Context: an optimization exercise on an open-source flow, tuned for small area, a short achievable clock period and few clock cycles per item. The choices shown serve that exercise and are no tape-out recipe. Function was checked by simulation only, so behaviour that the tests miss may differ from the original. No activity file was given, so power comes from the tool's default toggle rates.

Setup of exp/amber:
## fc_1st_mac_engine
module fc_1st_mac_engine #(
    parameter int Bit_width   = 16,
    parameter int Frac_bits   = 8,
    parameter int In_Len      = 32,
    parameter int Out_Len     = 16,
    parameter int Waddr_width = 8
) (
    input  logic                        CLK,
    input  logic                        RST_N,
    input  logic                        Start,
    output logic                        Busy,
    output logic                        Done,
    output logic                        Read_Enable,
    output logic [4:0]                  Read_Width,
    input  logic signed [Bit_width-1:0] data_in_0,
    input  logic signed [Bit_width-1:0] data_in_1,
    input  logic signed [Bit_width-1:0] data_in_2,
    input  logic signed [Bit_width-1:0] data_in_3,
    input  logic signed [Bit_width-1:0] data_in_4,
    output logic [Waddr_width-1:0]      Weight_Addr,
    input  logic signed [Bit_width-1:0] weight_in_0,
    input  logic signed [Bit_width-1:0] weight_in_1,
    input  logic signed [Bit_width-1:0] weight_in_2,
    input  logic signed [Bit_width-1:0] weight_in_3,
    input  logic signed [Bit_width-1:0] weight_in_4,
    output logic [3:0]                  Neuron_Idx,
    input  logic signed [Bit_width-1:0] bias_in,
    output logic                        Out_Valid,
    input  logic                        Out_Ready,
    output logic [Bit_width-1:0]        Out_Data
);
export LEC_CHECK = 0
export CAP_MARGIN = 50
export CORE_MARGIN = 2
export CORE_UTILIZATION = 40
export CTS_CLUSTER_DIAMETER = 100
export CTS_CLUSTER_SIZE = 24
export SLEW_MARGIN = 50
create_clock -name core_clock -period 12.5 [get_ports {CLK}]
standard.sh (not shown) runs the stock make flow with config.mk's settings and CLKGATE_MAP_FILE= SYNTH_SCRIPT=/design/flow/synth_recipe.tcl, a recipe that flattens the netlist after the stock synthesis.
==> flow/flow/run.sh <==
#!/bin/bash
# Layout flow: the standard synthesis, then a netlist pass that removes
# the inverters Yosys leaves between full adders (each fa cell may be replaced
# by its dual: same cell, inputs and outputs complemented; registers and
# every other cell keep their function), then the standard layout with the
# port buffers made of sky130_fd_sc_hd__buf_2 instead of the slow delay
# buffer the placer picks by default. Each tool's output goes to a log here.
set -euo pipefail
R="$PWD/orfs/results/$FLOW_PLATFORM/fc_1st_mac_engine/base"
bash standard.sh synth > make_synth.log 2>&1
cp "$R/1_2_yosys.v" "$R/1_2_yosys_std.v"
python3 flow/polarity.py "$R/1_2_yosys_std.v" "$R/1_2_yosys.v" > polarity.log 2>&1
rm -f "$R/1_synth.odb" "$R/1_synth.sdc"
bash standard.sh "BUFFER_PORTS_ARGS=-buffer_cell sky130_fd_sc_hd__buf_2" finish > make_finish.log 2>&1
Other scripts of this flow, unchanged in this note and not shown: flow/flow/polarity.py
exp/amber | status: complete | timing, DRC, antenna: pass
Testbench counts of exp/amber, summed over its fixed seeds: cycles 7,560, items 1,024.
The inputs of exp/xenon differ from those of exp/amber as listed below.
- swapping 50 for 20 in CAP_MARGIN
- swapping 50 for 70 in SLEW_MARGIN
Results
exp/xenon | stages: all done | timing, DRC, antenna: all pass
Overall global routing resource usage essentially unchanged between exp/amber and exp/xenon.
Going from exp/amber to exp/xenon, share of the cycle needed by the critical path after routing shows no meaningful change; non-clock buffer area fraction after layout increased by 0.40 points relative to the old numbers.
| final cell count | exp/xenon vs exp/amber | ≈ equal |
The run showing the greater count of filler cells inserted in the layout is exp/amber.
The standard cells in exp/xenon occupy more silicon area than those in exp/amber do.
Delay of the slowest critical-path stage down 0.17 ns in exp/xenon wrt exp/amber
As far as via count normalized by instance count is concerned, exp/xenon and exp/amber perform about the same.
Count of clock-buffer cells in the layout, exp/xenon and exp/amber: larger value in exp/xenon
diff inputs: exp/xenon => exp/violet
- a change of SLEW_MARGIN from 70 to 20
Results
Taking exp/xenon as the reference, in exp/violet internal power neither gained nor lost much, share of post-route cells with drive strength above 1 -5.1 points, starting density of the core barely changed. | worst setup slack | exp/violet vs exp/xenon | worse |. Re share of total power in the clock network: exp/violet and exp/xenon aren't equal, and the lower value belongs to exp/xenon. Changes observed in exp/violet relative to exp/xenon: count of fill cells added during filler insertion shows an increase of 128, number of sinks handled by clock tree synthesis shows no meaningful change, highest ir drop seen on vdd shows no meaningful change, number of clock buffers inserted by TritonCTS shows an increase of 1, total power shows no meaningful change. On portion of total power attributed to sequential cells, exp/violet and exp/xenon are neck and neck.


Setup of lane 1:
fc_1st_mac_engine, a different RTL version from the one above (not shown whole).
For scale: roughly 4,000 cells after synthesis, ~44,000 sq um of cells after synthesis.
export LEC_CHECK = 0
export CAP_MARGIN = 20
export CORE_MARGIN = 2
export CORE_UTILIZATION = 40
export CTS_CLUSTER_DIAMETER = 100
export CTS_CLUSTER_SIZE = 24
export SLEW_MARGIN = 60
create_clock -name core_clock -period 12.5 [get_ports {CLK}]
Scripts as last shown in full above: flow/flow/run.sh
Other scripts of this flow, unchanged in this note and not shown: flow/flow/polarity.py
Testbench counts of lane 1, summed over its fixed seeds: cycles 7,496, items 1,024.
> inputs changed (lane 1 -> lane 2)
- changing SLEW_MARGIN from 60 to 70
-- flow/flow/run.sh --
<<< lane 1, line 7
# buffer the placer picks by default. Each tool's output goes to a log here.
>>> lane 2, line 7
# buffer the placer picks by default. After global placement, each register
# that only drives an output port's buffer is moved next to that buffer
# before legalization. Each tool's output goes to a log here.
<<< lane 1, line 10
>>> lane 2, line 12
BUF="BUFFER_PORTS_ARGS=-buffer_cell sky130_fd_sc_hd__buf_2"
<<< lane 1, line 14
bash standard.sh "BUFFER_PORTS_ARGS=-buffer_cell sky130_fd_sc_hd__buf_2" finish > make_finish.log 2>&1
>>> lane 2, line 17
bash standard.sh "$BUF" "$R/3_3_place_gp.odb" > make_place.log 2>&1
cp "$R/3_3_place_gp.odb" "$R/3_3_place_gp_std.odb"
MV_IN="$R/3_3_place_gp_std.odb" MV_OUT="$R/3_3_place_gp.odb" \
  openroad -no_init -exit flow/outflops.tcl > outflops.log 2>&1
bash standard.sh "$BUF" finish > make_finish.log 2>&1
==> flow/flow/outflops.tcl (new file) <==
# Put each flip-flop that only drives an output port's buffer next to that
# buffer (the buffer sits at the port). Detailed placement legalizes later.
read_db $::env(MV_IN)
set block [ord::get_db_block]
set moved 0
foreach term [$block getBTerms] {
  if {[$term getIoType] != "OUTPUT"} { continue }
  set net [$term getNet]
  if {$net == "NULL"} { continue }
  set buf ""
  foreach it [$net getITerms] { if {[$it isOutputSignal]} { set buf [$it getInst] } }
  if {$buf == ""} { continue }
  set innet ""
  foreach it [$buf getITerms] { if {[$it isInputSignal]} { set innet [$it getNet] } }
  if {$innet == "" || $innet == "NULL"} { continue }
  if {[llength [$innet getITerms]] != 2} { continue }
  set drv ""
  foreach it [$innet getITerms] { if {[$it isOutputSignal]} { set drv [$it getInst] } }
  if {$drv == ""} { continue }
  if {![string match "*dfxtp*" [[$drv getMaster] getName]]} { continue }
  set loc [$buf getLocation]
  set x [lindex $loc 0]
  set y [lindex $loc 1]
  $drv setLocation $x $y
  $drv setPlacementStatus PLACED
  incr moved
}
puts "outflops: moved $moved flip-flops next to their output buffers"
write_db $::env(MV_OUT)
==> comparison <==
- Endpoint of the most critical setup path = Out_Data[6]: lane 2; endpoint of the most critical setup path = pr[92]: lane 1
- Compared with lane 1, lane 2 shows a worst path arrival time that is 3.23 ns lower.
- Relative contribution of the clock network to total power across lane 2 and lane 1: no real change.
- Lane 2 | status: complete | timing, DRC, antenna: pass
- Total power: lower on lane 1
Relative to lane 2, the following input files were edited for lane 3:
==> flow/flow/run.sh <==
#!/bin/bash
# Layout flow: the standard synthesis, then a netlist pass that removes
# the inverters Yosys leaves between full adders (each fa cell may be replaced
# by its dual: same cell, inputs and outputs complemented; registers and
# every other cell keep their function), then the standard layout with the
# port buffers made of sky130_fd_sc_hd__buf_2 instead of the slow delay
# buffer the placer picks by default. Each tool's output goes to a log here.
set -euo pipefail
R="$PWD/orfs/results/$FLOW_PLATFORM/fc_1st_mac_engine/base"
bash standard.sh synth > make_synth.log 2>&1
cp "$R/1_2_yosys.v" "$R/1_2_yosys_std.v"
python3 flow/polarity.py "$R/1_2_yosys_std.v" "$R/1_2_yosys.v" > polarity.log 2>&1
rm -f "$R/1_synth.odb" "$R/1_synth.sdc"
bash standard.sh "BUFFER_PORTS_ARGS=-buffer_cell sky130_fd_sc_hd__buf_2" finish > make_finish.log 2>&1
removed: flow/flow/outflops.tcl
Findings:
Lane 3: power per unit of standard cell area lower than lane 2. Compared with lane 2, met2 wirelength from detailed routing in lane 3 decreased slightly. Going from lane 2 to lane 3, via count has decreased, total power went down. From lane 2 to lane 3 the numbers moved as follows: largest stage delay on the critical path grew by 0.06 ns, part of the total power dissipated in combinational logic grew by 0.3 points, part of the power in registers grew by 0.3 points, cell area shrank by about 0.45%, standby leakage power shrank by 0.092 nW. Diff lane 2 -> lane 3 | number of fillers in the final layout | up slightly. Register share of the cell area across lane 3 and lane 2: no real change.
[inputs] lane 4 vs lane 3
- CORE_UTILIZATION changed from 40 to 50
Findings:
- Lane 4 against lane 3: final cycle utilization of the critical path neither gained nor lost much, count of clock buffers in the final design picked up an extra about 5%, register cell area after layout picked up an extra 0.42%.
- Vias: lane 4 below lane 3
- ~same maximum frequency in lane 4 and lane 3
- From lane 3 to lane 4 the numbers moved as follows: number of inserted filler cells in the final layout fell 25%, average via count per standard cell rose 5.2%.
- Lane 3 has higher clock group share of total power than lane 4.
Here is what was changed in the inputs of lane 5 compared with lane 4.
- swapping 100 for 60 in CTS_CLUSTER_DIAMETER
- swapping 50 for 40 in CORE_UTILIZATION
- swapping 24 for 16 in CTS_CLUSTER_SIZE
Findings:
Lane 5 was carried through to the last stage, and its layout satisfied the timing, design-rule and antenna checks. Of lane 5 and lane 4, lane 4 shows the lower total power, with lane 5 above it. Wire length after detailed routing ends up lower on lane 4. Of the two candidates, lane 4 has the better HPWL after detailed placement and lane 5 the worse one. Per the comparison of lane 5 with lane 4, area of all placed cells without fillers picked up an extra about 3.7%; post-route met1 wirelength saw an increase; final core utilization now sits lower. Lane 5 contains more vias than lane 4. The global routing met3 resource utilization in lane 5 was lower than what lane 4 gave. Looking at register-to-register setup slack, lane 5 sits 0.02 ns higher than lane 4 does. Lane 4 -> lane 5: worst supply voltage drop on vdd decreased by more than 10%.

==> separate check: timing with driven ports <==
How much do the figures lean on ideal ports? The routed layouts below were timed once more, with nothing changed but the port constraints. Step 1: set_driving_cell puts a clkbuf_16 on CLK and a buf_2 on each other input, an assumption about the parent block. Step 2 moves the port delays by t, midway between the first and last clock arrival at a register: inputs arrive t later, outputs are due t later. That takes back most of the time a late clock gives input paths. Three values: ideal ports, drivers, drivers and shift; two values: the first two.
| run | t (ns) | slack for setup (ns) | hold slack, ns |
|---|---|---|---|
| exp/amber | 0.712 | 8.808 / 8.746 / 8.808 | 0.464 / 0.464 / 0.464 |
| exp/xenon | 0.723 | 8.802 / 8.726 / 8.808 | 0.465 / 0.465 / 0.465 |
| exp/violet | 0.714 | 8.784 / 8.725 / 8.675 | 0.463 / 0.463 / 0.463 |
| lane 1 | 0.710 | 8.657 / 8.657 / 8.542 | 0.466 / 0.466 / 0.466 |
| lane 2 | 0.699 | 8.927 / 8.854 / 8.523 | 0.464 / 0.464 / 0.464 |
| lane 3 | 0.690 | 8.863 / 8.788 / 8.535 | 0.475 / 0.475 / 0.475 |
| lane 4 | 0.712 | 8.861 / 8.794 / 8.570 | 0.466 / 0.466 / 0.466 |
| lane 5 | 0.764 | 8.769 / 8.692 / 8.542 | 0.463 / 0.463 / 0.463 |
After both steps every run listed still meets setup and hold. For lane 2, which loses most, drivers alone change the setup slack by -0.073 ns; drivers and shift together by -0.404 ns.
